This is an optimization exercise on Yosys and OpenROAD, whose aim is small area, a short achievable clock period and few clock cycles per item, not a production implementation.
Only simulation tests tie the RTL to the original design; equivalence was not proved.
No activity file was given, so power comes from the tool's default toggle rates.

==> design/flow/design.v <==
`timescale 1ns / 1ps
package ctt_pkg;
	localparam int SLOTW   = 4;
	localparam int TASKW   = 8;
	localparam int CNTW    = 16;
	localparam int SLOTINW = 3;
	localparam int STATW   = 2;
	typedef enum logic [1:0] {
		FUNC_TICK     = 2'd0,
		FUNC_ADD      = 2'd1,
		FUNC_DELETE   = 2'd2,
		FUNC_DISPATCH = 2'd3
	} func_t;
	typedef enum logic [STATW-1:0] {
		ST_OK    = 2'd0,
		ST_FULL  = 2'd1,
		ST_EMPTY = 2'd2
	} status_t;
	typedef struct packed {
		logic             valid;
		logic [TASKW-1:0] task_id;
		logic [CNTW-1:0]  delay;
		logic [CNTW-1:0]  period;
		logic             run;
	} slot_rec_t;
endpackage
`timescale 1ns / 1ps
module ctt_cell (
	input  logic               clk,
	input  logic               arst_n,
	input  logic               shift,
	input  ctt_pkg::slot_rec_t d,
	output ctt_pkg::slot_rec_t q
);
	ctt_pkg::slot_rec_t rec_q;
	always_ff @(posedge clk or negedge arst_n) begin
		if (!arst_n) begin
			rec_q <= '0;
		end else if (shift) begin
			rec_q <= d;
		end
	end
	assign q = rec_q;
endmodule
`timescale 1ns / 1ps
module cooperative_task_timer_table #(
	parameter int MAX_TASKS = 8
) (
	input  logic        clk,
	input  logic        arst_n,
	input  logic        s_tvalid,
	output logic        s_tready,
	input  logic [47:0] s_tdata,   
	input  logic [1:0]  s_tuser,   
	output logic        m_tvalid,
	input  logic        m_tready,
	output logic [15:0] m_tdata,   
	output logic [0:0]  m_tuser,   
	output logic        m_tlast
);
	localparam int N    = MAX_TASKS;
	localparam int TW   = ctt_pkg::TASKW;
	localparam int CW   = ctt_pkg::CNTW;
	localparam int NB   = CW / 4;                         
	localparam int SW   = ctt_pkg::SLOTW;
	localparam int BW   = SW + TW + ctt_pkg::STATW + 2;   
	logic [N-1:0]         valid_q;
	logic [N-1:0]         run_q;
	logic [N-1:0][TW-1:0] tid_q;
	logic [N-1:0][CW-1:0] ndly_q;    
	logic [N-1:0][CW-1:0] per_q;
	logic [N-1:0]         z_q;       
	logic                 disp_q;    
	logic                 m_v_q;
	logic [BW-1:0]        m_q;
	logic                 out_free;   
	logic                 acc;
	logic                 do_tick, do_add, do_del, do_disp;
	logic                 disp_go;
	logic [N-1:0]         due;
	logic [N-1:0]         add_sel;
	logic [N-1:0]         disp_sel;
	logic [N-1:0]         del_sel;
	logic [SW-1:0]        add_idx;
	logic [SW-1:0]        disp_idx;
	logic [TW-1:0]        disp_tid;
	logic                 any_free;
	logic                 any_due;
	logic                 more_due;
	logic [BW-1:0]        beat;
	logic                 in_z;      
	assign out_free = !m_v_q || m_tready;
	assign s_tready = !disp_q && out_free;
	assign acc      = s_tvalid && s_tready;
	assign do_tick  = acc && (s_tuser == 2'd0);
	assign do_add   = acc && (s_tuser == 2'd1);
	assign do_del   = acc && (s_tuser == 2'd2);
	assign do_disp  = acc && (s_tuser == 2'd3);
	assign disp_go  = do_disp || (disp_q && out_free);
	assign due      = valid_q & run_q;
	assign in_z     = (s_tdata[23:8] == '0);
	always_comb begin
		add_sel  = '0;
		disp_sel = '0;
		add_idx  = SW'(N);
		disp_idx = '0;
		disp_tid = '0;
		any_free = 1'b0;
		any_due  = 1'b0;
		more_due = 1'b0;
		for (int i = N - 1; i >= 0; i--) begin
			if (!valid_q[i]) begin
				add_sel  = '0;
				add_sel[i] = 1'b1;
				add_idx  = SW'(i);
				any_free = 1'b1;
			end
		end
		for (int i = N - 1; i >= 0; i--) begin
			if (due[i]) begin
				more_due = any_due;
				disp_sel = '0;
				disp_sel[i] = 1'b1;
				disp_idx = SW'(i);
				disp_tid = tid_q[i];
				any_due  = 1'b1;
			end
		end
	end
	always_comb begin
		del_sel = '0;
		del_sel[s_tdata[42:40]] = 1'b1;
	end
	always_comb begin
		beat = {1'b1, 1'b0, ctt_pkg::ST_OK, TW'(0), SW'(0)};
		if (disp_q || s_tuser == 2'd3) begin
			if (any_due) beat = {!more_due, 1'b1, ctt_pkg::ST_OK, disp_tid, disp_idx};
		end else if (s_tuser == 2'd1) begin
			beat = {1'b1, 1'b0, any_free ? ctt_pkg::ST_OK : ctt_pkg::ST_FULL, TW'(0), add_idx};
		end else if (s_tuser == 2'd2) begin
			beat = {1'b1, 1'b0, valid_q[s_tdata[42:40]] ? ctt_pkg::ST_OK : ctt_pkg::ST_EMPTY,
			        TW'(0), SW'(s_tdata[42:40])};
		end
	end
	for (genvar i = 0; i < N; i++) begin : g_slot
		logic [CW-1:0] dly;         
		logic          zero;        
		logic          load;        
		logic          t_rl;        
		logic          t_dec;       
		logic          keep;        
		logic [CW-1:0] bor;         
		logic [CW-1:0] nxt;         
		logic          pzero;       
		logic          one;         
		assign dly   = ~ndly_q[i];
		assign zero  = z_q[i];
		assign pzero = (per_q[i] == '0);
		assign one   = (dly == CW'(1));
		assign load  = do_add && add_sel[i];
		assign t_rl  = do_tick && zero;
		assign t_dec = do_tick;
		assign keep  = !(t_rl || load);
		for (genvar j = 0; j < CW; j++) begin : g_bor
			assign bor[j] = (j == 0) ? 1'b1 : (dly[j > 0 ? j - 1 : 0 : 0] == '0);
		end
		assign nxt = dly ^ ({CW{t_dec}} & bor);
		always_ff @(posedge clk) begin
			ndly_q[i] <= ~(({CW{t_rl}} & per_q[i]) | ({CW{load}} & s_tdata[23:8]) |
			               ({CW{keep}} & nxt));
			z_q[i]    <= (t_rl && pzero) || (load && in_z) || (keep && (do_tick ? one : zero));
		end
		always_ff @(posedge clk or negedge arst_n) begin
			if (!arst_n) begin
				valid_q[i] <= 1'b0;
			end else if (load) begin
				valid_q[i] <= 1'b1;
			end else if ((do_del && del_sel[i]) || (disp_go && disp_sel[i] && pzero)) begin
				valid_q[i] <= 1'b0;
			end
		end
		always_ff @(posedge clk) begin
			if (t_rl) begin
				run_q[i] <= 1'b1;
			end
			if (load) begin
				tid_q[i] <= s_tdata[7:0];
				per_q[i] <= s_tdata[39:24];
				run_q[i] <= 1'b0;
			end
			if (disp_go && disp_sel[i]) begin
				run_q[i] <= 1'b0;
			end
		end
	end
	always_ff @(posedge clk or negedge arst_n) begin
		if (!arst_n) begin
			disp_q <= 1'b0;
			m_v_q  <= 1'b0;
		end else begin
			if (disp_go) begin
				disp_q <= more_due;
			end
			if (out_free) begin
				m_v_q <= acc || disp_q;
			end
		end
	end
	always_ff @(posedge clk) begin
		if (out_free) begin
			m_q <= beat;
		end
	end
	assign m_tvalid   = m_v_q;
	assign m_tdata    = {2'b00, m_q[SW+TW+1:0]};
	assign m_tuser[0] = m_q[BW-2];
	assign m_tlast    = m_q[BW-1];
endmodule
==> design/flow/flow/run.sh <==
#!/bin/bash
# Own flow: the standard layout (standard.sh, which runs the standard
# synthesis unchanged), with one change: the port buffers that global
# placement inserts are sky130_fd_sc_hd__buf_2 instead of the cell
# buffer_ports picks by itself. The make output goes to standard.log.
set -euo pipefail
export BUFFER_PORTS_ARGS="-buffer_cell sky130_fd_sc_hd__buf_2"
bash standard.sh > standard.log 2>&1
==> design/flow/standard.sh <==
#!/bin/bash
# synth_recipe.tcl (not shown) runs the flow's synth.tcl, then flattens the netlist and writes it again
# the make line also repeats each setting of config.mk as NAME=value (left out here)
make -C /OpenROAD-flow-scripts/flow DESIGN_CONFIG=/design/flow/config.mk WORK_HOME=/design/flow/orfs CLKGATE_MAP_FILE= SYNTH_SCRIPT=/design/flow/synth_recipe.tcl "${@:-finish}"
==> design/flow/config.mk <==
export PLATFORM = sky130hd
export DESIGN_NAME = cooperative_task_timer_table
export DESIGN_NICKNAME = cooperative_task_timer_table
export VERILOG_FILES = /design/flow/design.v
export SDC_FILE = /design/flow/constraint.sdc
export NUM_CORES = 4
export LEC_CHECK = 0
export CAP_MARGIN = 20
export CORE_MARGIN = 2
export CORE_UTILIZATION = 60
export CTS_CLUSTER_DIAMETER = 100
export CTS_CLUSTER_SIZE = 24
export SETUP_SLACK_MARGIN = 1.8
export SLEW_MARGIN = 20
==> design/flow/constraint.sdc <==
create_clock -name core_clock -period 4.0 [get_ports {clk}]
set_input_delay 0.8000 -clock core_clock [delete_from_list [all_inputs] [get_ports {clk}]]
set_output_delay 0.8000 -clock core_clock [all_outputs]
set_load 0.01 [all_outputs]
==> results of run 1 <==
-- repair_timing --
action | CTS | global route
resized for setup | 39 | 38
cloned | 1 | 4
pin swaps | 4 | 6
setup buffers | 13 | 21
setup endpoints to repair | 248 | 124
-- final timing paths --
check,from,to,slack (ns),cells after the start
max,m_v_q$_DFFE_PN0N_,s_tready,1.69,4
min,arst_n,valid_q[7]$_DFFE_PN0P_,0.14,1
max reg2reg,valid_q[4]$_DFFE_PN0P_,m_q[0]$_DFFE_PN_,1.84,6
min reg2reg,per_q[4]$_DFFE_PP_,ndly_q[4]$_DFF_P_,0.44,1
max in group asynchronous,arst_n,valid_q[0]$_DFFE_PN0P_,3.61,1
min in group core_clock,per_q[4]$_DFFE_PP_,ndly_q[4]$_DFF_P_,0.44,1
-- logic make-up (layout without fill, tap and decap cells) --
kind of cell             Yosys count  count (layout)  synth area share [%]
flip-flops                       362             362                  58.6
adder cells (fa/ha/maj)           12              12                 0.923
XOR/XNOR                         105             105                  5.75
AO/OA/AOI/OAI                    323             323                  15.7
AND/OR/NAND/NOR                  452             452                  15.7
other                              1               2                0.0234
buffers and inverters            109             181                  3.02
multiplexers                       2               2                 0.282
-- per-layer routing --
layer / vias up / global-route usage (%) / share of wire, %
met3: 113 / 6.29 / 9.8
met2: 642 / 53.1 / 47
met5: - / 0 / 0.058
li1: 5472 / - / -
met1: 5992 / 44.2 / 39
met4: 4 / 11.3 / 4.1
-- layout by cell type, fill, tap and decap left out, types with 20 or more instances in the layout --
master,n
sky130_fd_sc_hd__a221oi_1,22
sky130_fd_sc_hd__buf_4,47
sky130_fd_sc_hd__nor3_1,20
sky130_fd_sc_hd__nand4_1,52
sky130_fd_sc_hd__a21oi_1,85
sky130_fd_sc_hd__nor4_1,49
sky130_fd_sc_hd__xnor2_1,47
sky130_fd_sc_hd__xor2_1,58
sky130_fd_sc_hd__nor2_1,37
sky130_fd_sc_hd__a22o_1,69
sky130_fd_sc_hd__nand3_1,61
sky130_fd_sc_hd__a222oi_1,27
sky130_fd_sc_hd__dfxtp_1,144
sky130_fd_sc_hd__nand2_1,93
sky130_fd_sc_hd__and3_1,29
sky130_fd_sc_hd__buf_2,63
sky130_fd_sc_hd__edfxtp_1,208
-- state kept, by name (all words and copies together), names as in the netlist --
signal,flops
per_q,128
disp_q,1
m_q,16
run_q,8
z_q,8
valid_q,8
m_v_q,1
ndly_q,128
tid_q,64
-- critical path: stages (launching register included) --
cell and delay [ns]:
sky130_fd_sc_hd__dfrtp_1 0.40, sky130_fd_sc_hd__nor2b_4 0.27, sky130_fd_sc_hd__buf_12 0.14, sky130_fd_sc_hd__nor2_4 0.04, sky130_fd_sc_hd__buf_6 0.12
-- layout make-up --
cell class                      count  area share (%)
Clock buffer                       32            2.93
Tap cell                          335            2.34
Clock inverter                      1           0.168
Timing Repair inverter              4           0.210
Sequential cell                   362            52.4
Inverter                           20           0.748
Timing Repair Buffer              124            5.00
Multi-Input combinational cell    896            36.2
-- through the flow --
stage | instances | hold WS (ns)
3_3_place_gp | 1702 | 0.447
6_report | 1774 | 0.137
2_1_floorplan | 1367 | 0.427
4_1_cts | 1749 | 0.131
3_5_place_dp | 1702 | 0.448
5_1_grt | 1774 | 0.140
-- power breakdown --
| part | internal, mW | switching, mW | total, mW |
|---|---|---|---|
| Clock | 0.920 | 1.20 | 2.12 |
| Combinational | 0.915 | 0.931 | 1.85 |
| Sequential | 4.59 | 0.640 | 5.23 |
==> run summary, run 1 <==
The flow ran to the end and the layout has no timing, DRC or antenna violations. The design draws 9.20 mW. The y dimension of the die is 167 µm. The placed cell area came out at 16700 µm². The number of sinks on the clock net is 362. The slew at the pin closest to its max-slew limit is 0.747 ns. The sequential cell area is 9380 µm².

The required arrival time at the worst endpoint came out at 3.20 ns. The standby leakage power came out at 6.11 nW. The number of detailed-route iterations in the first pass came out at 17. The largest fanout of any net on the critical path is 4. The count of final hold-check violations is 0. Clock latency on the worst-skew pair, taken at its later pin, is 0.53 ns. The setup path with the least slack is of type register to output pin.

The mapped cell area came out at 16000 µm². The max-cap check violation count came out at 0. IR analysis of the VDD net gives a maximum drop of 376 µV. The remaining global-route overflow came out at 0. The number of antenna violations at the first check in global routing came out at 3. The number of nets in the final layout came out at 1492. The share of the Yosys chip area taken by registers is 58.6%. Setup repair after global routing could not meet its margin everywhere. The aggregate negative setup slack is 0 ns. The largest area contributor in the synthesized netlist is sky130_fd_sc_hd__edfxtp_1. The number of slew-limit violations in the final report was 0. Of the cells placed in the final design, the portion with a size suffix greater than 1 is 16.5%. A synthesized cell averages 11.7 µm². The most frequently used flop master after synthesis is sky130_fd_sc_hd__edfxtp_1.

0 antenna diodes ended up in the layout. The number of DRC markers in iteration 0 came out at 1573. Counting flops with a built-in enable in the synthesized netlist gives 208. The post-layout instance area came out at 17900 µm². By area the synthesized netlist is led by sky130_fd_sc_hd__edfxtp_1 39%, sky130_fd_sc_hd__dfxtp_1 18%, sky130_fd_sc_hd__a22o_1 3.8%, sky130_fd_sc_hd__xor2_1 3.2%, sky130_fd_sc_hd__a21oi_1 2.7%. The initial core utilization came out at 61.2%. The first global-routing pass estimated 68300 µm of wire. The clock buffer count from CTS is 19. The number of distinct library cells after synthesis is 73. Hold repair after CTS inserted 0 buffers. The total track usage is 32.6%.

The type of element launching the critical path is a register. The power density normalized to cell area is 514 nW/µm². CTS built an H-tree with a depth of 1. The per-cell routed wire length is 26.3 µm. The count of yosys warnings during synthesis came out at 1. The floorplan core area came out at 26100 µm². The die area came out at 28000 µm². The worst slack at placement is 0.606 ns. The site row count came out at 59.

STA classifies the critical path endpoint as an output pin. The final design utilization is 68.5%. The post-synthesis cell count came out at 1366. TritonCTS built the clock tree. Setup violations remaining at the end of the flow were counted as 0. The weighted congestion at the end of routability-driven global placement came out at 0.969.

The commonest cells after synthesis are 208 x sky130_fd_sc_hd__edfxtp_1, 144 x sky130_fd_sc_hd__dfxtp_1, 97 x sky130_fd_sc_hd__nand2_1, 86 x sky130_fd_sc_hd__a21oi_1, 69 x sky130_fd_sc_hd__a22o_1. The data arrival at the endpoint of the critical path came out at 1.51 ns. The time the worst path needs with I/O delays and setup is 2.31 ns. The count of input and output buffers is 66. After detailed routing, the number of remaining DRC violations is 0. The register bit count reported by yosys came out at 362.

The area growth from synthesis to layout is 11.8%. The share of async-settable or async-resettable flops after synthesis is 2.76%. The number of vias per cell after detailed routing is 6.89. The fraction of post-synthesis cell area in the top cell type by area is 39.0%. Across all layers, the routed design uses 12223 vias.

The wire-length estimate of the detail-placed layout is 29600 µm. The post-route worst setup slack is 1.69 ns. The final routed wirelength across all metal layers is 46700 µm.

The maximum clock rate is 433 MHz. The number of buffers on the longest clock path is 3. The number of I/O pins came out at 74.

The filler cell count is 1963. The die span in x is 167 µm. The max-slew headroom at the worst pin came out at 50.0%. The final period utilization is 57.8%. The area taken by multi-input logic gates came out at 6470 µm².

The largest net degree at the start of global routing is 47. In this run the worst hold path is classified as input port to async pin. In this run the clock root is driven by a sky130_fd_sc_hd__clkbuf_16. The via count of the first global-routing pass came out at 11229. The detail route stage leaves a number of antenna-violating nets equal to 0. sky130_fd_sc_hd__edfxtp_1 is the most common cell in the netlist. After clock tree synthesis, the clock-pin slew on the worst setup and hold paths is 0.10 ns. Between clock sinks in the finished design, the worst skew comes to 0.0309 ns.
Testbench counts, summed over its fixed seeds: cycles 13,323, items 12,000.
==> run 2, diff against run 1 <==
--- a/design/flow/config.mk
+++ b/design/flow/config.mk
@@ -10,5 +10,5 @@
 export CORE_UTILIZATION = 60
 export CTS_CLUSTER_DIAMETER = 100
 export CTS_CLUSTER_SIZE = 24
-export SETUP_SLACK_MARGIN = 1.8
+export SETUP_SLACK_MARGIN = 1.9
 export SLEW_MARGIN = 20
==> run summary, run 2 <==
The flow ran to the end and the layout has no timing, DRC or antenna violations. The clock buffer count from CTS is 19. Once the floorplan was initialized, standard cells occupied 61.2% of the core. The time the worst path needs with I/O delays and setup is 2.30 ns.

The slew at the pin closest to its max-slew limit is 0.771 ns. The most common cell after layout, fill and taps aside is sky130_fd_sc_hd__edfxtp_1. The share of the Yosys chip area taken by registers is 58.6%. The fraction of final layout cells sized beyond drive strength 1 came out at 22.2%.

From bottom edge to top edge, the die measures 167 µm. The setup-violating endpoint count in the final report is 0. Of all nets on the critical path, the largest fanout is 3.

On the final layout, the worst clock skew is 0.0382 ns. Dividing the detail-routed via count by the number of cells gives 6.89. The class of the tightest hold or removal check is input port to async pin. The die area came out at 28000 µm².

The post-route antenna net violation count is 0. Compared with the post-synthesis result, the final layout area differs by 18.7%. The number of antenna violations at the first check in global routing was 6.

The number of slew-limit violations in the final report came out at 0. The number of DRC markers in iteration 0 came out at 1543. The final standard cell count with taps included and fillers excluded came out at 1818.

The register bit count reported by yosys is 362. The category of the worst setup path capture point is an output pin. The final design utilization is 72.6%. In this run, placement finished with an instance count of 1699. The via total after detailed routing is 12534.

The power density normalized to cell area came out at 497 nW/µm². The count of yosys warnings during synthesis is 1. The core region is 26100 µm².

The synthesized design spends more area on one cell type than any other, namely sky130_fd_sc_hd__edfxtp_1. Measured along the x axis, the die boundary spans 167 µm. The synthesized area per cell is 11.7 µm². Measured against its own limit, the worst slew margin works out to 48.1%.

Counting instances in the post-synthesis netlist gives the leading cell types as 208 x sky130_fd_sc_hd__edfxtp_1, 144 x sky130_fd_sc_hd__dfxtp_1, 97 x sky130_fd_sc_hd__nand2_1, 86 x sky130_fd_sc_hd__a21oi_1, 69 x sky130_fd_sc_hd__a22o_1. Yosys attributes the largest share of cell area to sky130_fd_sc_hd__edfxtp_1 39%, sky130_fd_sc_hd__dfxtp_1 18%, sky130_fd_sc_hd__a22o_1 3.8%, sky130_fd_sc_hd__xor2_1 3.2%, sky130_fd_sc_hd__a21oi_1 2.7%. For this run, the leading register cell type out of synthesis is sky130_fd_sc_hd__edfxtp_1.

In this run the number of H-tree levels came out at 1. The number of nets in the final layout is 1534. The leading cell type by number of instances after synthesis is sky130_fd_sc_hd__edfxtp_1. In the routed design, unresolved DRC markers number 0. The remaining global-route overflow is 0. The placed wire-length estimate came out at 30100 µm.

The worst IR drop on VDD came out at 395 µV. The post-route worst setup slack came out at 1.70 ns. The data arrival at the endpoint of the critical path came out at 1.50 ns. Adding up every negative setup slack in the final design gives 0 ns. Counting flops with an async set or reset pin after synthesis yields a share of 2.76%. The number of enable flip-flop cells after synthesis came out at 208. The final period utilization is 57.5%. The first detailed-routing pass ran for 19 iterations. The root buffer cell chosen for the clock tree is sky130_fd_sc_hd__clkbuf_16. The worst hold-check slack came out at 0.136 ns.

After clock tree synthesis, the clock-pin slew on the worst setup and hold paths is 0.10 ns. The number of buffers inserted by hold repair at cts came out at 0. The count of final hold-check violations was 0. The CTS tree is built. Setup repair after global routing could not meet its margin everywhere. Entering global routing, the biggest net connects 47 pins. Across every metal layer, demand over resource in global routing totals 33.7%. The post-synthesis cell count came out at 1366. The final routed wirelength across all metal layers is 49800 µm. The number of sinks on the clock net came out at 362.

The count of input and output buffers is 66. After detailed routing, the average wire length per cell comes to 27.4 µm. The number of distinct library cells after synthesis came out at 73. The number of I/O pins is 74. The library cells used most frequently in the layout, excluding fill and tap cells, are 208 x sky130_fd_sc_hd__edfxtp_1, 144 x sky130_fd_sc_hd__dfxtp_1, 91 x sky130_fd_sc_hd__nand2_1. The via count of the first global-routing pass came out at 11437. The standby leakage power is 6.57 nW. The worst slack at placement came out at 0.562 ns. The fraction of post-synthesis cell area in the top cell type by area is 39.0%.

In this run the cell area of the synthesized design comes to 16000 µm². The wire length of the first global-routing pass is 70600 µm. For the worst setup path, the data required time is 3.20 ns.

Static timing analysis puts the maximum clock frequency at 435 MHz. The number of buffers on the longest clock path came out at 3. The weighted congestion at the end of routability-driven global placement is 0.932. Clock latency on the worst-skew pair, taken at its later pin, is 0.55 ns. The site row count is 59. The largest registers in the layout are ndly_q: 128 flops, per_q: 128 flops, tid_q: 64 flops. STA classifies the critical path startpoint as a register. The tool flagged a number of max-cap violations equal to 0. The critical path is of the register to output pin type.
## run 2: changes by cell type in the layout (fill, tap and decap cells not counted), moves of 6 or more
cell,delta
sky130_fd_sc_hd__a221oi_1,-10
sky130_fd_sc_hd__a221oi_2,+9
sky130_fd_sc_hd__buf_12,+12
sky130_fd_sc_hd__buf_4,+6
sky130_fd_sc_hd__buf_8,+6
sky130_fd_sc_hd__nor3_1,-6
## run 2: kinds of logic after synthesis
kind of cell / synth area share [%]
and+or+nand+nor: 15.7
DFF: 58.6
AOI/OAI and AO/OA: 15.7
buffers and inverters: 3.02
xor gates and xnor gates: 5.75
adders and majority gates: 0.923
muxes: 0.282
other: 0.0234
## run 2: routing by layer
metal  wire, µm  GRT usage, %
met1      18500          44.6
met2      23800          55.2
met3       5230          6.43
met4       2290          14.0
met5         13             0
## run 2: area by class of cell
class                      instances  area [µm²]
multi-input combinational        899        6910
inverter                          20         144
timing repair inverter             8         105
timing repair buffer             159        1460
fill                            1836        7150
clock buffer                      32         524
clock inverter                     2        38.8
antenna                            1        2.50
tap                              335         419
sequential                       362        9390
## run 2: worst max-delay path: stages (launching register included)
cell,delay [ns]
sky130_fd_sc_hd__dfrtp_1,0.43
sky130_fd_sc_hd__nor2b_4,0.16
sky130_fd_sc_hd__buf_12,0.12
sky130_fd_sc_hd__nor2_4,0.11
sky130_fd_sc_hd__buf_6,0.12
## run 2: repair_timing
item | 4_1_cts | 5_1_grt
setup buffers | 36 | 30
resized for setup | 92 | 68
pin swaps | 15 | 38
cloned | 7 | 11
endpoints found under the setup margin | 332 | 225
## run 2: through the flow
step,instance area [µm²],total power [mW]
final,19000,9.43
after global placement,16800,7.00
after CTS,18200,9.25
after global routing,19000,9.83
after floorplan,16500,6.57
after detailed placement,16800,7.08
## run 2: worst paths after layout
check | depth (start not counted) | from | slack, ns | endpoint
min in group core_clock | 1 | per_q[14]$_DFFE_PP_ | 0.45 | ndly_q[14]$_DFF_P_
hold reg to reg | 1 | per_q[14]$_DFFE_PP_ | 0.45 | ndly_q[14]$_DFF_P_
hold / removal | 1 | arst_n | 0.14 | disp_q$_DFFE_PN0P_
setup reg to reg | 11 | m_v_q$_DFFE_PN0N_ | 1.71 | ndly_q[98]$_DFF_P_
setup / recovery | 4 | m_v_q$_DFFE_PN0N_ | 1.70 | s_tready
max in group asynchronous | 1 | arst_n | 3.55 | valid_q[2]$_DFFE_PN0P_
## run 2: power breakdown
part / internal (mW) / total, mW / switching, mW
registers: 4.60 / 5.27 / 0.671
logic: 0.994 / 2.02 / 1.02
clock network: 0.924 / 2.14 / 1.22
==> run 3, diff against run 2 <==
--- a/design/flow/config.mk
+++ b/design/flow/config.mk
@@ -7,8 +7,8 @@
 export LEC_CHECK = 0
 export CAP_MARGIN = 20
 export CORE_MARGIN = 2
-export CORE_UTILIZATION = 60
+export CORE_UTILIZATION = 40
 export CTS_CLUSTER_DIAMETER = 100
 export CTS_CLUSTER_SIZE = 24
-export SETUP_SLACK_MARGIN = 1.9
+export SETUP_SLACK_MARGIN = 1.8
 export SLEW_MARGIN = 20
==> run summary, run 3 <==
The commonest cells after synthesis are 208 x sky130_fd_sc_hd__edfxtp_1, 144 x sky130_fd_sc_hd__dfxtp_1, 97 x sky130_fd_sc_hd__nand2_1, 86 x sky130_fd_sc_hd__a21oi_1, 69 x sky130_fd_sc_hd__a22o_1. The core region is 39600 µm². CTS placed an instance of sky130_fd_sc_hd__clkbuf_16 at the clock tree root. The later-pin clock latency in the skew report came out at 0.56 ns. The final routed wirelength across all metal layers came out at 47300 µm. By area, the combinational part of the netlist is dominated by simple AND/OR/NAND/NOR gates.

The CTS tree is built. Summing all multi-input logic gate instances after layout gives 6420 µm². The number of distinct library cells after synthesis is 73. The placed cell area came out at 17000 µm². The standby leakage power came out at 6.03 nW. The clock passes through at most 3 buffers. The post-layout instance area is 18000 µm². The post-synthesis adder-cell area fraction is 0.923%. The share of the yosys chip area belonging to registers came out at 58.6%. In this run the power density over the cells is 512 nW/µm². Each instance of the synthesized netlist takes up on average 11.7 µm². The type of element launching the critical path is a register. The number of I/O pins came out at 74. The max-cap check violation count came out at 0.

The post-synthesis cell count came out at 1366. The depth of the CTS H-tree is 1. The multiplexer share of the synthesized area came out at 0.282%. The number of remaining DRC errors came out at 0. The fraction of final layout cells sized beyond drive strength 1 is 16.2%.

The synthesized-area fraction occupied by xor and xnor cells is 5.75%. After detailed routing, the met2 layer carries 22000 µm of wire. The share of async-settable or async-resettable flops after synthesis is 2.76%. The area growth from synthesis to layout is 12.3%. The worst slack at placement is 0.785 ns.

The total track usage is 22.4%. The remaining global-route overflow is 0. The die is 204 µm tall.

The mapped cell area came out at 16000 µm². Summed over all failing endpoints, the final setup total negative slack is 0 ns. The post-placement cell count is 1894.

The flow ran to the end and the layout has no timing, DRC or antenna violations. The number of DRC markers in iteration 0 came out at 1198. The weighted congestion at the end of routability-driven global placement is 0.934. The final period utilization is 57.2%. The final standard cell count with taps included and fillers excluded is 1957. Entering global routing, the biggest net connects 47 pins. In the routed layout, each cell is associated on average with a via count of 6.12. The placed wire-length estimate is 30600 µm. The via total after detailed routing came out at 11981.

The setup clock skew after layout came out at 0.0373 ns. Setup violations remaining at the end of the flow were counted as 0. The per-cell routed wire length came out at 24.2 µm. The count of final hold-check violations came out at 0. The post-route antenna net violation count came out at 0. Setup repair after global routing could not meet its margin everywhere. The highest layer touched by signal routing is met5. The worst setup path is of the register to register kind. The die span in x came out at 204 µm. The number of enable flip-flop cells after synthesis came out at 208. Data arrives at the worst endpoint at 2.72 ns.

The filler cell count is 3678. The die area is 41600 µm². The first global-routing pass estimated 70000 µm of wire. The largest area contributor in the synthesized netlist is sky130_fd_sc_hd__edfxtp_1. By area the synthesized netlist is led by sky130_fd_sc_hd__edfxtp_1 39%, sky130_fd_sc_hd__dfxtp_1 18%, sky130_fd_sc_hd__a22o_1 3.8%, sky130_fd_sc_hd__xor2_1 3.2%, sky130_fd_sc_hd__a21oi_1 2.7%. The fraction of post-synthesis cell area in the top cell type by area came out at 39.0%.

The number of detailed-route iterations in the first pass is 9. The most common cell in the synthesized netlist is sky130_fd_sc_hd__edfxtp_1. The clock transition at the registers of the reported paths came out at 0.11 ns. The number of antenna violations at the first check in global routing came out at 6. The largest fanout of any net on the critical path came out at 9.

The total power of the final layout came out at 9.20 mW. After Yosys synthesis, and, or, nand and nor cells account for 15.7% of the synthesized area. The time the worst path needs with I/O delays and setup is 2.29 ns. The slew at the pin closest to its max-slew limit came out at 0.706 ns.

In the layout the commonest cells are 208 x sky130_fd_sc_hd__edfxtp_1, 144 x sky130_fd_sc_hd__dfxtp_1, 92 x sky130_fd_sc_hd__nand2_1. The clock buffer count from CTS came out at 19. In the final layout, the registers with the most flip-flops are ndly_q: 128 flops, per_q: 128 flops, tid_q: 64 flops.

For this run, the leading register cell type out of synthesis is sky130_fd_sc_hd__edfxtp_1. The compound-gate portion of the synthesized area is 15.7%. The worst IR drop on VDD is 368 µV. The initial core utilization is 40.4%.

Input and output buffers added on the ports amount to 66. The number of slew-limit violations in the final report came out at 0. The maximum clock rate came out at 437 MHz. The sequential cell area is 9380 µm².

The max-slew headroom at the worst pin came out at 52.5%. The class of the tightest hold or removal check is input port to async pin. The amount of wire on met3 after detailed routing came out at 3970 µm.

The number of nets in the final layout is 1482. The count of yosys warnings during synthesis is 1. The most common cell after layout, fill and taps aside is sky130_fd_sc_hd__edfxtp_1.

The register bit count reported by yosys came out at 362. The via count of the first global-routing pass came out at 11176. The routed metal-1 wirelength is 19400 µm.

The worst path meets setup with 1.71 ns of slack. The required arrival time at the worst endpoint came out at 4.44 ns. The site row count is 73. The category of the worst setup path capture point is a register. The number of sinks on the clock net came out at 362.
## run 3: cell families (layout without fill, tap and decap cells)
family	count (synthesis)	in the layout
AO/OA/AOI/OAI	323	323
other	1	4
adder cells (fa/ha/maj)	12	12
buffers and inverters	109	172
AND/OR/NAND/NOR	452	452
multiplexers	2	2
flip-flops	362	362
XOR/XNOR	105	105
## run 3: power by group
part / leakage (nW) / switching, mW / internal [mW]
Sequential: 3.22 / 0.626 / 4.60
Clock: 0.265 / 1.22 / 0.921
Combinational: 2.54 / 0.923 / 0.913
Total: 6.03 / 2.77 / 6.43
## run 3: worst paths after layout
kind	startpoint	to	slack (ns)	cells past startpoint
setup / recovery	valid_q[0]$_DFFE_PN0P_	valid_q[3]$_DFFE_PN0P_	1.71	5
hold / removal	arst_n	valid_q[6]$_DFFE_PN0P_	0.12	1
setup reg to reg	valid_q[0]$_DFFE_PN0P_	valid_q[3]$_DFFE_PN0P_	1.71	5
hold reg to reg	per_q[0]$_DFFE_PP_	ndly_q[0]$_DFF_P_	0.44	1
max in group asynchronous	arst_n	disp_q$_DFFE_PN0P_	3.61	1
min in group core_clock	per_q[0]$_DFFE_PP_	ndly_q[0]$_DFF_P_	0.44	1
## run 3: layout make-up
cell class	count	area share [%]
antenna	2	0.0279
clock buffer	31	2.90
clock inverter	3	0.188
inverter	20	0.613
multi-input combinational	896	35.7
sequential	362	52.2
tap	525	3.66
timing repair buffer	117	4.60
timing repair inverter	1	0.0487
## run 3: metal layers
layer | global-route usage, % | up-vias
li1 | - | 5460
met1 | 30.4 | 5902
met2 | 36.5 | 508
met3 | 3.09 | 107
met4 | 8.28 | 4
met5 | 0 | -
## run 3: critical path, stage by stage (launching register included)
cell and delay (ns):
sky130_fd_sc_hd__dfrtp_2 0.49, sky130_fd_sc_hd__and2_1 0.29, sky130_fd_sc_hd__nor2_1 0.45, sky130_fd_sc_hd__nand2_1 0.20, sky130_fd_sc_hd__or4_1 0.46, sky130_fd_sc_hd__a31o_2 0.26
## run 3: repair_timing
| action | in CTS | in global routing |
|---|---|---|
| setup endpoints to repair | 239 | 122 |
| pin swaps | 2 | 5 |
| hold buffers | 0 | 0 |
| buffers inserted | 6 | 20 |
| resized for setup | 38 | 32 |
| cloned | 0 | 1 |
## run 3: per-stage QoR
| step | utilization, % | hold WS (ns) |
|---|---|---|
| final | 45.3 | 0.116 |
| after global routing | 45.3 | 0.121 |
| after CTS | 44.6 | 0.109 |
| after detailed placement | 42.8 | 0.453 |
| after global placement | 42.8 | 0.448 |
| after floorplan | - | 0.427 |
==> run 4, diff against run 3 <==
==> design/flow/run.sh (new file) <==
#!/bin/bash
# synth_recipe.tcl (not shown) runs the flow's synth.tcl, then flattens the netlist and writes it again
# the make line also repeats each setting of config.mk as NAME=value (left out here)
make -C /OpenROAD-flow-scripts/flow DESIGN_CONFIG=/design/flow/config.mk WORK_HOME=/design/flow/orfs CLKGATE_MAP_FILE= SYNTH_SCRIPT=/design/flow/synth_recipe.tcl finish
--- a/design/flow/config.mk
+++ b/design/flow/config.mk
@@ -10,5 +10,5 @@
 export CORE_UTILIZATION = 40
 export CTS_CLUSTER_DIAMETER = 100
 export CTS_CLUSTER_SIZE = 24
-export SETUP_SLACK_MARGIN = 1.8
+export SETUP_SLACK_MARGIN = 1.7
 export SLEW_MARGIN = 20
removed: design/flow/flow/run.sh
removed: design/flow/standard.sh
==> run summary, run 4 <==
The flow ran to the end, but the layout failed its checks. The checks that failed were antenna violations. The number of slew-limit violations in the final report came out at 0.

After layout, the minimum clock period comes to 2.35 ns. Max-cap violations in this run came to 0. The later-pin clock latency in the skew report is 0.54 ns. The final standard cell count with taps included and fillers excluded is 1995. The synthesized area per cell is 11.7 µm². By count the netlist is led by 208 x sky130_fd_sc_hd__edfxtp_1, 144 x sky130_fd_sc_hd__dfxtp_1, 97 x sky130_fd_sc_hd__nand2_1, 86 x sky130_fd_sc_hd__a21oi_1, 69 x sky130_fd_sc_hd__a22o_1.

The mapped cell area came out at 16000 µm². The routed design has 48600 µm of wire. Global routing consumed, over all layers together, 23.1% of the routing resources. The setup clock skew after layout came out at 0.0255 ns. The met3 layer usage reported by global route is 3.13%.

The final period utilization came out at 58.7%. The type of element launching the critical path is a register. The initialized floorplan defines 73 standard-cell rows. Along the worst path, the maximum fanout reaches 3.

The most frequently used flop master after synthesis is sky130_fd_sc_hd__edfxtp_1. The setup-violating endpoint count in the final report came out at 0. TritonCTS built the clock tree. The count of input and output buffers is 66. The number of detailed-route iterations in the first pass came out at 9.

The placed wire-length estimate came out at 31900 µm. The post-synthesis cell count came out at 1366. The largest net degree at the start of global routing is 45.

The share of the yosys chip area belonging to registers is 58.6%. The standby leakage power came out at 6.27 nW. The critical path in this run is classified as register to output pin. The via total after detailed routing came out at 12152. By area the synthesized netlist is led by sky130_fd_sc_hd__edfxtp_1 39%, sky130_fd_sc_hd__dfxtp_1 18%, sky130_fd_sc_hd__a22o_1 3.8%, sky130_fd_sc_hd__xor2_1 3.2%, sky130_fd_sc_hd__a21oi_1 2.7%. The register bit count reported by yosys is 362.

For this block, the initial DRC count from the detailed router was 1363. The clock transition at the registers of the reported paths is 0.10 ns. The data arrival at the endpoint of the critical path is 1.55 ns. The worst IR drop on VDD came out at 252 µV. The number of remaining DRC errors came out at 0. The die is 204 µm tall.

The aggregate negative setup slack is 0 ns. The depth of the CTS H-tree came out at 1. The weighted congestion at the end of routability-driven global placement is 0.907. In the post-synthesis netlist, the cell with the most instances is sky130_fd_sc_hd__edfxtp_1.

74 I/O pins were placed. Summed over its instances, the top area cell type makes up 39.0% of the synthesized netlist area. The category of the worst setup path capture point is an output pin.

The remaining global-route overflow is 0. Once detail routing completed, the nets flagged for antenna violations numbered 1. Total power for the finished layout comes to 9.34 mW.

The number of buffers inserted by hold repair at cts came out at 0. The maximum clock rate came out at 426 MHz. The count of yosys warnings during synthesis is 1. Measured against its own limit, the worst slew margin works out to 39.7%. In this run the power density over the cells is 501 nW/µm². The initial core utilization came out at 40.4%. The wire length of the first global-routing pass came out at 72500 µm.

For this run, the post-layout net count is 1520. The die area is 41600 µm². The count of final hold-check violations was 0.

The largest area contributor in the synthesized netlist is sky130_fd_sc_hd__edfxtp_1. The fraction of final layout cells sized beyond drive strength 1 is 13.9%. Leaving out fill and tap cells, the most frequent cells in the layout are 208 x sky130_fd_sc_hd__edfxtp_1, 144 x sky130_fd_sc_hd__dfxtp_1, 94 x sky130_fd_sc_hd__nand2_1. The met1 capacity usage during global routing came out at 31.6%.

The number of vias per cell after detailed routing came out at 6.09. The global-route met2 utilization is 37.8%. Setup repair after global routing could not meet its margin everywhere. The area growth from synthesis to layout came out at 16.6%. Leaving out fill and tap cells, the most frequent cell in the layout is sky130_fd_sc_hd__edfxtp_1. The post-placement cell count is 1931. The die span in x is 204 µm. The number of antenna violations at the first check in global routing came to 3.

The floorplan core area came out at 39600 µm². The path class of the tightest hold or removal check is register to register. The share of async-settable or async-resettable flops after synthesis is 2.76%. The root buffer selected by CTS is sky130_fd_sc_hd__clkbuf_16. The via count of the first global-routing pass came out at 11678. In the final routed layout, each cell accounts on average for 24.4 µm. The most utilized layer in the global route result is met2. The clock buffer count from CTS came out at 19.

The number of enable flip-flop cells after synthesis is 208. The netlist uses 73 different library cells. The number of buffers on the longest clock path is 3.

In the final layout, the registers with the most flip-flops are ndly_q: 128 flops, per_q: 128 flops, tid_q: 64 flops. STA puts the critical path data required time at 3.20 ns. The slew at the pin closest to its max-slew limit is 0.901 ns. The number of sinks on the clock net is 362.
==> run 4: cell counts after synthesis <==
Identical to the previous run, type by type.
==> run 4: metrics by stage <==
stage | utilization, % | area, µm² | hold WS [ns] | setup WS (ns)
after floorplan | - | 16200 | 0.427 | 1.61
after global placement | 44.3 | 17500 | 0.449 | 0.481
after detailed placement | 44.3 | 17500 | 0.449 | 0.387
after CTS | 46.5 | 18400 | 0.446 | 1.63
after global routing | 47.0 | 18600 | 0.476 | 1.65
final | 47.1 | 18700 | 0.456 | 1.65
==> run 4: path summary, 6_finish.rpt <==
path                                        start                      to  slack (ns)  cells past startpoint
setup / recovery                m_v_q$_DFFE_PN0N_                s_tready        1.65                      4
max in group asynchronous                  arst_n      disp_q$_DFFE_PN0P_        2.95                      1
min in group asynchronous                  arst_n  valid_q[2]$_DFFE_PN0P_        0.63                      1
hold / removal                 per_q[6]$_DFFE_PP_       ndly_q[6]$_DFF_P_        0.46                      1
hold reg to reg                per_q[6]$_DFFE_PP_       ndly_q[6]$_DFF_P_        0.46                      1
setup reg to reg           valid_q[0]$_DFFE_PN0P_  valid_q[3]$_DFFE_PN0P_        1.78                      6
==> run 4: power breakdown <==
part | internal (mW) | total, mW | switching [mW]
logic | 0.979 | 1.91 | 0.935
clock network | 0.958 | 2.18 | 1.22
registers | 4.59 | 5.24 | 0.650
total | 6.53 | 9.34 | 2.81
==> run 4: metal layers <==
layer,vias up,wire (µm)
li1,5530,-
met1,6055,20700
met2,475,23000
met3,92,3390
met4,0,1510
met5,-,0
==> run 4: area by class of cell <==
| type | instances | area [µm²] |
|---|---|---|
| Sequential cell | 362 | 9380 |
| Tap cell | 525 | 657 |
| Inverter | 20 | 110 |
| Antenna cell | 5 | 12.5 |
| Timing Repair inverter | 1 | 8.76 |
| Fill cell | 3643 | 21000 |
| Multi-Input combinational cell | 896 | 6470 |
| Clock buffer | 29 | 523 |
| Clock inverter | 2 | 37.5 |
| Timing Repair Buffer | 155 | 1450 |
==> run 4: timing repair <==
item / 4_1_cts / 5_1_grt
pin swaps: 6 / 5
setup endpoints to repair: 349 / 144
gates resized for setup: 51 / 35
setup buffers: 19 / 6
gates cloned: 2 / 1
==> run 4: critical path, stage by stage (launching register included) <==
cell	delay [ns]
sky130_fd_sc_hd__dfrtp_1	0.44
sky130_fd_sc_hd__nor2b_4	0.26
sky130_fd_sc_hd__buf_6	0.15
sky130_fd_sc_hd__nor2_4	0.04
sky130_fd_sc_hd__buf_6	0.12
==> run 4: kinds of logic after synthesis <==
logic type / count (synthesis) / synth area share (%)
AO/OA/AOI/OAI: 323 / 15.7
XOR/XNOR: 105 / 5.75
AND/OR/NAND/NOR: 452 / 15.7
buffers and inverters: 109 / 3.02
multiplexers: 2 / 0.282
adder cells (fa/ha/maj): 12 / 0.923
other: 1 / 0.0234
flip-flops: 362 / 58.6
==> run 5, diff against run 4 <==
--- a/design/flow/config.mk
+++ b/design/flow/config.mk
@@ -7,8 +7,8 @@
 export LEC_CHECK = 0
 export CAP_MARGIN = 20
 export CORE_MARGIN = 2
-export CORE_UTILIZATION = 40
+export CORE_UTILIZATION = 60
 export CTS_CLUSTER_DIAMETER = 100
 export CTS_CLUSTER_SIZE = 24
-export SETUP_SLACK_MARGIN = 1.7
+export SETUP_SLACK_MARGIN = 1.6
 export SLEW_MARGIN = 20
==> run summary, run 5 <==
Clock latency on the worst-skew pair, taken at its later pin, is 0.53 ns. In this run the number of H-tree levels came out at 1. Before CTS, the worst setup slack after placement is 0.467 ns. In this run the critical register-to-register path is captured at ndly_q[108]$_DFF_P_. The startpoint-to-endpoint class of the critical path is input port to register.

The number of buffer and inverter instances along the worst setup path came out at 5. The count of cells along the worst register-to-register path is 7. The worst reg-to-reg setup slack came out at 1.73 ns.

In the layout the commonest cells are 208 x sky130_fd_sc_hd__edfxtp_1, 144 x sky130_fd_sc_hd__dfxtp_1, 96 x sky130_fd_sc_hd__nand2_1. The number of buffers inserted by hold repair at cts came out at 0. The fraction of final layout cells sized beyond drive strength 1 is 11.3%. The pre-antenna-repair detailed-routing pass consisted of 19 iterations.

The register bit count reported by yosys came out at 362. The fraction of post-synthesis cell area in the top cell type by area is 39.0%. The number of distinct library cells after synthesis came out at 73. The floorplan step defined a die boundary enclosing 28000 µm².

The weighted congestion at the end of routability-driven global placement came out at 0.963. In this run the worst hold path is classified as register to register. The first global-routing pass estimated 69600 µm of wire.

The number of I/O pins came out at 74. The largest fanout of any net on the critical path is 19. The clock buffer count from CTS is 19. Walking the worst path, the cells encountered are clkdlybuf4s15_1 -> nor2b_4 -> buf_4 -> nand3_2 -> inv_6 -> buf_4 -> and2_1 -> buf_6 -> a222oi_1. The max-slew headroom at the worst pin is 36.2%.

The cell type group with the largest total delay on the critical path is buffers and inverters. Across the run, the number of max-cap violations was 0. The worst hold path startpoint is per_q[6]$_DFFE_PP_. Counting stages on the worst path, the most repeated cell is sky130_fd_sc_hd__buf_4.

The synthesized design spends more area on one cell type than any other, namely sky130_fd_sc_hd__edfxtp_1. Power spread over the standard cell area amounts to 508 nW/µm². The largest registers in the layout are ndly_q: 128 flops, per_q: 128 flops, tid_q: 64 flops. After synthesis, the share of flip-flops with an asynchronous set or reset is 2.76%. The origin of the critical flop-to-flop path is valid_q[1]$_DFFE_PN0P_. The slew at the pin closest to its max-slew limit came out at 0.954 ns.

After clock tree synthesis, the clock-pin slew on the worst setup and hold paths is 0.09 ns. In this run, the number of DRC markers left after iteration 0 of detailed routing was 1345. Setup violations remaining at the end of the flow were counted as 0. The data arrival at the endpoint of the critical path is 2.70 ns. The flow ran to the end and the layout has no timing, DRC or antenna violations. The largest single stage delay on the critical path is 0.35 ns.

The initial core utilization is 61.2%. The slowest cell on the critical path is sky130_fd_sc_hd__clkdlybuf4s15_1. In the final design database the tool counted 1503 nets.

The depth of the worst hold-timing path is 1. Among all flip-flop cells after synthesis, the most frequent one is sky130_fd_sc_hd__edfxtp_1. The standby leakage power came out at 6.13 nW.

Sorting the synthesized cells by area gives the leading types as sky130_fd_sc_hd__edfxtp_1 39%, sky130_fd_sc_hd__dfxtp_1 18%, sky130_fd_sc_hd__a22o_1 3.8%, sky130_fd_sc_hd__xor2_1 3.2%, sky130_fd_sc_hd__a21oi_1 2.7%. The wire-length estimate of the detail-placed layout is 30900 µm. The per-cell routed wire length is 26.2 µm. The count of final hold-check violations came out at 0. The area growth from synthesis to layout is 13.4%. Based on the critical path, the design can be clocked at up to 427 MHz.

The number of enable flip-flop cells after synthesis came out at 208. The number of vias per cell after detailed routing is 6.86. The time the worst path needs with I/O delays and setup is 2.34 ns. The category of the worst setup path capture point is a register.

The remaining global-route overflow came out at 0. Dividing the synthesized area by the synthesized cell count gives 11.7 µm². The worst IR drop on VDD is 371 µV. The number of antenna violations at the first check in global routing is 0. The commonest cells after synthesis are 208 x sky130_fd_sc_hd__edfxtp_1, 144 x sky130_fd_sc_hd__dfxtp_1, 97 x sky130_fd_sc_hd__nand2_1, 86 x sky130_fd_sc_hd__a21oi_1, 69 x sky130_fd_sc_hd__a22o_1. The number of buffers on the longest clock path is 3. The aggregate negative setup slack came out at 0 ns. The final routed wirelength across all metal layers came out at 46900 µm.

The total power of the final layout is 9.21 mW. TritonCTS built the clock tree. The worst path meets setup with 1.66 ns of slack.

For hold timing, the worst endpoint is ndly_q[6]$_DFF_P_. Setup repair after global routing could not meet its margin everywhere. The count of input and output buffers came out at 66. The via total after detailed routing came out at 12252. In the post-synthesis netlist, the cell with the most instances is sky130_fd_sc_hd__edfxtp_1. The total track usage came out at 33.3%. The final period utilization came out at 58.6%. The post-route antenna net violation count came out at 0.

The post-synthesis cell count is 1366. The library cell used most frequently in the layout, excluding fill and tap cells, is sky130_fd_sc_hd__edfxtp_1. The largest net degree at the start of global routing is 45. The number of remaining DRC errors came out at 0. At the worst endpoint, the required time is 4.36 ns.

The mapped cell area came out at 16000 µm². The root buffer selected by CTS is sky130_fd_sc_hd__clkbuf_16. The floorplan core area is 26100 µm². The setup clock skew after layout came out at 0.0251 ns.

The depth of the critical timing path with buffers and inverters included came out at 9. The die span in x came out at 167 µm. The via count of the first global-routing pass is 11459. The number of slew-limit violations in the final report is 0. The y dimension of the die is 167 µm. After synthesis, flip-flops and latches occupy 58.6% of the total area. The site row count came out at 59. Counting every sink on the clock net gives 362. The count of yosys warnings during synthesis is 1. The type of element launching the critical path is an input port.
run 5: worst max-delay path by stage:
stage | start | endpoint
final | s_tvalid | ndly_q[12]$_DFF_P_
after detailed placement | s_tuser[1] | ndly_q[73]$_DFF_P_
after CTS | m_tready | s_tready
after global placement | s_tuser[1] | ndly_q[78]$_DFF_P_
after floorplan | s_tuser[1] | ndly_q[68]$_DFF_P_
after global routing | s_tdata[41] | valid_q[5]$_DFFE_PN0P_
run 5: stage by stage:
stage / util [%] / instances / area (µm²) / hold WS, ns
6_report: 69.4 / 1787 / 18100 / 0.436
5_1_grt: 69.4 / 1786 / 18100 / 0.435
4_1_cts: 69.3 / 1786 / 18100 / 0.430
3_5_place_dp: 66.1 / 1741 / 17300 / 0.440
3_3_place_gp: 66.1 / 1741 / 17300 / 0.446
2_1_floorplan: - / 1367 / 16100 / 0.427
run 5: kinds of logic after synthesis:
kind of cell	share of synthesized area, %
AOI/OAI and AO/OA	15.7
xor gates and xnor gates	5.75
adders and majority gates	0.923
buffers and inverters	3.02
DFF	58.6
muxes	0.282
other	0.0234
and+or+nand+nor	15.7
run 5: power breakdown:
group          switching (mW)  total (mW)  internal (mW)
combinational           0.918        1.87          0.948
sequential              0.634        5.23           4.60
clock                    1.19        2.12          0.925
run 5: area by class of cell:
class	instances	area, µm²
Antenna cell	1	2.50
Tap cell	335	419
Fill cell	1975	7990
Multi-Input combinational cell	896	6320
Inverter	20	95.1
Clock inverter	2	38.8
Clock buffer	32	524
Timing Repair Buffer	139	1370
Sequential cell	362	9380
run 5: timing repair:
action,in CTS,in global routing
gates cloned,3,0
setup endpoints to repair,305,77
pin swaps,4,0
gates resized for setup,56,11
buffers inserted,8,0
run 5: routing by layer:
layer	GRT usage [%]	routed length [µm]	vias to the layer above	part of all wire, %
li1	-	-	5497	-
met1	44.7	18500	6055	39
met2	53.9	22000	589	47
met3	6.45	4400	111	9.4
met4	13.1	2040	0	4.4
met5	0	0	-	0
==> run 6, diff against run 5 <==
--- a/design/flow/config.mk
+++ b/design/flow/config.mk
@@ -10,5 +10,5 @@
 export CORE_UTILIZATION = 60
 export CTS_CLUSTER_DIAMETER = 100
 export CTS_CLUSTER_SIZE = 24
-export SETUP_SLACK_MARGIN = 1.6
+export SETUP_SLACK_MARGIN = 1.9
 export SLEW_MARGIN = 20
==> run summary, run 6 <==
The wire length of the first global-routing pass came out at 71400 µm. The required arrival time at the worst endpoint came out at 3.20 ns. Setup repair after global routing could not meet its margin everywhere.

The CTS tree is built. The site row count is 59. The data arrival at the endpoint of the critical path is 1.50 ns. The count of final hold-check violations is 0. The die area came out at 28000 µm². The power density normalized to cell area came out at 479 nW/µm².

The final design utilization is 76.9%. Clock tree synthesis selected as its root buffer the cell sky130_fd_sc_hd__clkbuf_16. Across every metal layer, demand over resource in global routing totals 34.0%.

Of all nets on the critical path, the largest fanout is 2. The synthesized area per cell is 11.7 µm². In this run the tightest slew margin relative to its limit is 35.8%. The later-pin clock latency in the skew report came out at 0.54 ns. The met1 capacity usage during global routing is 46.3%.

The routed design has 51400 µm of wire. 0 antenna diodes ended up in the layout. The most common cell after layout, fill and taps aside is sky130_fd_sc_hd__edfxtp_1. The number of detailed-route iterations in the first pass is 19. In this run the number of H-tree levels came out at 1. The worst setup path startpoint is m_v_q$_DFFE_PN0N_.

For this run, the register share of the synthesized area comes to 58.6%. The global-route met2 utilization is 56.8%. The total overflow left after global routing is 0.

Counting distinct cell types in the post-synthesis netlist gives 73. In this run the biggest area consumer among cell types represents 39.0% of the synthesized area. The setup clock skew after layout came out at 0.0435 ns. The max-cap check violation count came out at 0.

The aggregate negative setup slack came out at 0 ns. The slew at the pin closest to its max-slew limit is 0.960 ns. Static timing analysis puts the maximum clock frequency at 435 MHz. The number of antenna violations at the first check in global routing was 5. The type of element launching the critical path is a register.

The run finished with no timing, DRC or antenna violations. The fraction of final layout cells sized beyond drive strength 1 is 23.7%. The number of sinks on the clock net came out at 362. The met3 layer usage reported by global route is 4.28%. Entering global routing, the biggest net connects 47 pins. The placed wire-length estimate is 31100 µm. The register bit count reported by yosys came out at 362.

met2 is the most crowded layer. The number of I/O pins is 74. The number of vias per cell after detailed routing is 6.97.

The y dimension of the die came out at 167 µm. By instance count, the leading cell after synthesis is sky130_fd_sc_hd__edfxtp_1. The path class of the tightest hold or removal check is register to register. Ranked by instance count, the synthesized netlist is headed by 208 x sky130_fd_sc_hd__edfxtp_1, 144 x sky130_fd_sc_hd__dfxtp_1, 97 x sky130_fd_sc_hd__nand2_1, 86 x sky130_fd_sc_hd__a21oi_1, 69 x sky130_fd_sc_hd__a22o_1. The most frequently used flop master after synthesis is sky130_fd_sc_hd__edfxtp_1.

The clock period could shrink to 2.30 ns. The clock transition at the registers of the reported paths is 0.10 ns. The number of remaining DRC errors is 0. The number of enable flip-flop cells after synthesis came out at 208.

The number of buffers inserted by hold repair at cts is 0. The number of buffers on the longest clock path is 3. By area the synthesized netlist is led by sky130_fd_sc_hd__edfxtp_1 39%, sky130_fd_sc_hd__dfxtp_1 18%, sky130_fd_sc_hd__a22o_1 3.8%, sky130_fd_sc_hd__xor2_1 3.2%, sky130_fd_sc_hd__a21oi_1 2.7%.

The largest registers in the layout are ndly_q: 128 flops, per_q: 128 flops, tid_q: 64 flops. The first routing iteration left 1839 violations. The worst IR drop on VDD is 504 µV. The initial core utilization came out at 61.2%.

The via total after detailed routing came out at 13005. The worst hold path startpoint is per_q[13]$_DFFE_PP_. The setup check on the worst reg-to-reg path leaves a slack of 1.74 ns. The mapped cell area came out at 16000 µm². The number of nets in the final layout is 1583. The floorplan core area came out at 26100 µm². In the final routed layout, each cell accounts on average for 27.5 µm. The number of slew-limit violations in the final report is 0. The congestion estimate from routability-driven global placement came to 0.969. The post-route antenna net violation count is 0.

The clock buffer count from CTS is 19. The critical path in this run is classified as register to output pin. The setup-violating endpoint count in the final report came out at 0.

The final period utilization is 57.4%. The largest area contributor in the synthesized netlist is sky130_fd_sc_hd__edfxtp_1. The area growth from synthesis to layout is 25.6%. The category of the worst setup path capture point is an output pin.

The count of input and output buffers is 66. The post-synthesis cell count came out at 1366. Leaving out fill and tap cells, the most frequent cells in the layout are 208 x sky130_fd_sc_hd__edfxtp_1, 144 x sky130_fd_sc_hd__dfxtp_1, 89 x sky130_fd_sc_hd__nand2_1.

The die span in x is 167 µm. The via count of the first global-routing pass is 11863. The filler cell count came out at 1679. The worst hold-check slack came out at 0.469 ns. The worst register-to-register path begins at m_v_q$_DFFE_PN0N_. The standby leakage power came out at 6.92 nW. Of all flip-flops after synthesis, the portion carrying an async set or reset was 2.76%. The count of yosys warnings during synthesis came out at 1.
run 6: cell counts after synthesis:
Identical to the previous run, type by type.
run 6: kinds of logic after synthesis:
logic type	after synthesis	share of synthesized area, %
other	1	0.0234
muxes	2	0.282
xor gates and xnor gates	105	5.75
adders and majority gates	12	0.923
buffers and inverters	109	3.02
AOI/OAI and AO/OA	323	15.7
DFF	362	58.6
and+or+nand+nor	452	15.7
run 6: layer usage:
metal / wire length (µm) / vias to the layer above / share of wire [%]
met5: 0 / - / 0
met4: 2540 / 0 / 4.9
met3: 5160 / 150 / 10
met2: 24200 / 758 / 47
met1: 19500 / 6429 / 38
li1: - / 5668 / -
run 6: timing repair:
item                                    in CTS  in global routing
endpoints found under the setup margin     376                210
gates resized for setup                    117                160
pin swaps                                   18                 71
setup buffers                               41                 40
gates cloned                                 7                 15
run 6: final cells by class:
| class | instances | area (µm²) | area share, % |
|---|---|---|---|
| Clock buffer | 32 | 524 | 2.61 |
| Timing Repair Buffer | 208 | 2300 | 11.5 |
| Inverter | 20 | 130 | 0.648 |
| Sequential cell | 362 | 9390 | 46.7 |
| Tap cell | 335 | 419 | 2.09 |
| Multi-Input combinational cell | 904 | 7260 | 36.1 |
| Timing Repair inverter | 3 | 43.8 | 0.218 |
| Clock inverter | 1 | 30.0 | 0.149 |
run 6: final timing paths:
kind / endpoint / depth (start not counted)
max: s_tready / 4
min: ndly_q[13]$_DFF_P_ / 1
max reg2reg: ndly_q[109]$_DFF_P_ / 10
min reg2reg: ndly_q[13]$_DFF_P_ / 1
max in group asynchronous: valid_q[1]$_DFFE_PN0P_ / 1
min in group asynchronous: valid_q[5]$_DFFE_PN0P_ / 1
run 6: power by group:
| part | switching [mW] | internal [mW] | total [mW] |
|---|---|---|---|
| clock network | 1.19 | 0.920 | 2.11 |
| logic | 1.07 | 1.12 | 2.19 |
| registers | 0.723 | 4.60 | 5.32 |
run 6: metrics by stage:
step / worst slack, ns / instance area [µm²] / instances / power (mW)
floorplan: 1.61 / 16500 / 1367 / 6.57
global placement: 0.524 / 17400 / 1729 / 7.07
detailed placement: 0.500 / 17400 / 1729 / 7.15
CTS: 1.71 / 18800 / 1810 / 9.27
global route: 1.67 / 20100 / 1865 / 10.0
finish: 1.70 / 20100 / 1865 / 9.62
run 6: critical path, stage by stage, from the launching register on:
cell	delay, ns
sky130_fd_sc_hd__dfrtp_1	0.42
sky130_fd_sc_hd__nor2b_4	0.25
sky130_fd_sc_hd__buf_8	0.14
sky130_fd_sc_hd__nor2_4	0.04
sky130_fd_sc_hd__buf_6	0.12
==> run 7, diff against run 6 <==
--- a/design/flow/config.mk
+++ b/design/flow/config.mk
@@ -10,5 +10,5 @@
 export CORE_UTILIZATION = 60
 export CTS_CLUSTER_DIAMETER = 100
 export CTS_CLUSTER_SIZE = 24
-export SETUP_SLACK_MARGIN = 1.9
+export SETUP_SLACK_MARGIN = 1.8
 export SLEW_MARGIN = 20
==> run summary, run 7 <==
In the final layout, the registers with the most flip-flops are ndly_q: 128 flops, per_q: 128 flops, tid_q: 64 flops. The number of antenna diodes came out at 0. The most critical setup path has its startpoint at m_v_q$_DFFE_PN0N_.

The most utilized layer in the global route result is met2. The count of input and output buffers came out at 66. The final routed wirelength across all metal layers is 46900 µm. The count of cells along the worst register-to-register path is 6. The share of async-settable or async-resettable flops after synthesis is 2.76%.

The per-cell routed wire length came out at 25.9 µm. CTS built an H-tree with a depth of 1. The timing endpoint of the critical path is s_tready. The detail route stage leaves a number of antenna-violating nets equal to 0. The final period utilization is 55.9%. The number of placed instances, taps included, is 1735.

Summed over all cells, the static leakage comes to 6.31 nW. The number of enable flip-flop cells after synthesis is 208. The share of the yosys chip area belonging to registers came out at 58.6%. The worst setup path is launched from a register. The final standard cell count with taps included and fillers excluded is 1808. In this run the clock root is driven by a sky130_fd_sc_hd__clkbuf_16. In this run, synthesis produced a sequential element count of 362. The time the worst path needs with I/O delays and setup came out at 2.24 ns. The most common cell after layout, fill and taps aside is sky130_fd_sc_hd__edfxtp_1. The largest fanout of any net on the critical path came out at 3. The number of vias per cell after detailed routing is 6.80.

The fraction of final layout cells sized beyond drive strength 1 is 14.3%. The initial core utilization is 61.2%. Of all cell types, the one taking the most synthesized area is sky130_fd_sc_hd__edfxtp_1.

IR analysis of the VDD net gives a maximum drop of 414 µV. The fraction of post-synthesis cell area in the top cell type by area is 39.0%. The max-slew headroom at the worst pin came out at 40.4%. The mapped cell area came out at 16000 µm².

Clock latency on the worst-skew pair, taken at its later pin, is 0.54 ns. The aggregate negative setup slack came out at 0 ns. The post-synthesis cell count is 1366. For this run, global-route usage on met2 was measured as 53.5%.

The setup clock skew after layout came out at 0.0257 ns. The worst register-to-register path begins at valid_q[4]$_DFFE_PN0P_. The via total after detailed routing is 12299.

The most frequently used flop master after synthesis is sky130_fd_sc_hd__edfxtp_1. The worst register-to-register path ends at m_q[0]$_DFFE_PN_. In this run the worst hold path is classified as register to register.

Across the run, the number of max-cap violations was 0. The largest net degree at the start of global routing is 45. Setup violations remaining at the end of the flow were counted as 0. The met3 layer usage reported by global route is 5.63%. CTS saw 362 sinks.

The number of antenna violations at the first check in global routing came out at 1. The power density normalized to cell area came out at 502 nW/µm². The area growth from synthesis to layout is 15.0%. The via count of the first global-routing pass is 11394. The worst reg-to-reg setup slack came out at 1.84 ns. The flow ran to the end and the layout has no timing, DRC or antenna violations. In the global route stage, overall resource usage came out at 33.1%. The worst setup path is captured at an output pin. The number of slew-limit violations in the final report came out at 0. The synthesized area per cell is 11.7 µm². The number of I/O pins came out at 74.

The library cells used most frequently in the layout, excluding fill and tap cells, are 208 x sky130_fd_sc_hd__edfxtp_1, 144 x sky130_fd_sc_hd__dfxtp_1, 92 x sky130_fd_sc_hd__nand2_1. The met1 capacity usage during global routing is 46.9%. The die area came out at 28000 µm². In this run, distinct cell masters in the synthesized netlist total 73. The slew at the pin closest to its max-slew limit is 0.892 ns. The number of nets in the final layout is 1525. The floorplan step set the die width to 167 µm. The wire length of the first global-routing pass came out at 69700 µm. The count of final hold-check violations came out at 0. sky130_fd_sc_hd__edfxtp_1 is the most common cell in the netlist. The number of detailed-route iterations in the first pass came out at 22. TritonCTS built the clock tree. Counting instances in the post-synthesis netlist gives the leading cell types as 208 x sky130_fd_sc_hd__edfxtp_1, 144 x sky130_fd_sc_hd__dfxtp_1, 97 x sky130_fd_sc_hd__nand2_1, 86 x sky130_fd_sc_hd__a21oi_1, 69 x sky130_fd_sc_hd__a22o_1. The number of remaining DRC errors came out at 0. STA puts the critical path data required time at 3.20 ns. The weighted congestion at the end of routability-driven global placement is 0.962. The critical path is of the register to output pin type. The remaining global-route overflow came out at 0. Sorting the synthesized cells by area gives the leading types as sky130_fd_sc_hd__edfxtp_1 39%, sky130_fd_sc_hd__dfxtp_1 18%, sky130_fd_sc_hd__a22o_1 3.8%, sky130_fd_sc_hd__xor2_1 3.2%, sky130_fd_sc_hd__a21oi_1 2.7%. The count of yosys warnings during synthesis came out at 1.

The floorplan core area is 26100 µm². The number of buffers on the longest clock path came out at 3. The number of DRC markers in iteration 0 is 1581. The y dimension of the die is 167 µm. Setup repair after global routing could not meet its margin everywhere. The data arrival at the endpoint of the critical path came out at 1.44 ns. The clock transition at the registers of the reported paths came out at 0.10 ns.

The placed wire-length estimate is 30500 µm. The clock buffer count from CTS is 19. Based on the critical path, the design can be clocked at up to 447 MHz. In this run the core area contains 59 standard-cell rows.
==> run 7: cell counts after synthesis <==
Identical to the previous run, type by type.
==> run 7: how the worst min path moves through the flow <==
stage | endpoint | startpoint | slack [ns] | cells after the start
2_1_floorplan | z_q[2]$_DFF_P_ | z_q[2]$_DFF_P_ | 0.43 | 2
4_1_cts | ndly_q[5]$_DFF_P_ | per_q[5]$_DFFE_PP_ | 0.47 | 1
3_3_place_gp | z_q[2]$_DFF_P_ | z_q[2]$_DFF_P_ | 0.45 | 2
6_report | ndly_q[5]$_DFF_P_ | per_q[5]$_DFFE_PP_ | 0.47 | 1
5_1_grt | ndly_q[5]$_DFF_P_ | per_q[5]$_DFFE_PP_ | 0.47 | 1
3_5_place_dp | ndly_q[5]$_DFF_P_ | per_q[5]$_DFFE_PP_ | 0.45 | 1
==> run 7: logic make-up (layout without fill, tap and decap cells) <==
family | after synthesis | after routing | synth area share (%)
DFF | 362 | 362 | 58.6
other | 1 | 2 | 0.0234
xor gates and xnor gates | 105 | 105 | 5.75
adders and majority gates | 12 | 12 | 0.923
muxes | 2 | 2 | 0.282
and+or+nand+nor | 452 | 452 | 15.7
AOI/OAI and AO/OA | 323 | 323 | 15.7
buffers and inverters | 109 | 215 | 3.02
==> run 7: report_power, final <==
group / leakage, nW / internal [mW] / total (mW) / switching (mW)
clock: 0.265 / 0.925 / 2.12 / 1.20
combinational: 2.82 / 0.952 / 1.88 / 0.929
sequential: 3.23 / 4.60 / 5.23 / 0.639
total: 6.31 / 6.47 / 9.24 / 2.77
==> run 7: area by class of cell <==
cell class                 count  area [µm²]
multi-input combinational    896        6500
timing repair buffer         158        1370
tap                          335         419
sequential                   362        9380
timing repair inverter         3        36.3
fill                        1982        7730
inverter                      20         130
clock buffer                  32         524
clock inverter                 2        38.8
==> run 7: routing by layer <==
layer	vias up	part of all wire, %
met2	598	47
met4	2	2.7
met1	6058	41
met5	-	0.026
met3	98	9.2
li1	5543	-
==> run 7: repair_timing <==
item | 4_1_cts | 5_1_grt
buffers inserted | 24 | 12
hold buffers | 0 | 0
cloned | 2 | 1
endpoints found under the setup margin | 364 | 171
pin swaps | 7 | 5
gates resized for setup | 76 | 31
==> run 7: stage by stage <==
stage | hold slack [ns] | area (µm²) | util (%) | power, mW | setup WS (ns)
detailed placement | 0.454 | 17300 | 66.1 | 7.09 | 0.338
finish | 0.466 | 18400 | 70.4 | 9.24 | 1.76
global route | 0.474 | 18400 | 70.4 | 9.66 | 1.73
floorplan | 0.427 | 16300 | - | 6.53 | 1.61
CTS | 0.467 | 18200 | 69.6 | 9.19 | 1.69
global placement | 0.448 | 17300 | 66.1 | 7.02 | 0.356
==> run 7: critical path, cell delays in order, from the launching register on <==
cell                      delay [ns]
sky130_fd_sc_hd__dfrtp_1        0.40
sky130_fd_sc_hd__nor2b_4        0.13
sky130_fd_sc_hd__buf_6          0.13
sky130_fd_sc_hd__nor2_4         0.12
sky130_fd_sc_hd__buf_6          0.11

## port drivers added, routing unchanged
The results above use ideal ports. As a check the final layouts listed here were re-extracted and re-timed, cells and wires unchanged. Step 1 assumes that a clkbuf_16 drives the clock port and a buf_2 every other input. Step 2 times the ports against the registers' clock, not the clock port: input delays grow and output delays shrink by t, the midpoint of the rising clock arrivals with the driver on. Slacks: ideal ports / drivers / drivers and shift; pairs: ideal ports / drivers.
run	t (ns)	setup WS [ns]	worst setup path at the end	worst slew at a driven data input, ns
run 1	0.566	1.690 / 1.639 / 1.292	input to register	0.08
run 2	0.585	1.702 / 1.652 / 1.276	input to register	0.07
run 3	0.589	1.713 / 1.697 / 1.230	input to register	0.08
run 4	0.575	1.652 / 1.601 / 1.222	input to register	0.06
run 5	0.571	1.656 / 1.634 / 1.089	input to register	0.05
run 6	0.568	1.704 / 1.650 / 1.214	input to register	0.05
run 7	0.579	1.764 / 1.712 / 1.296	input to register	0.07
The setup slack of run 5, which loses most, moves by -0.022 ns with the drivers and by -0.567 ns with both steps.
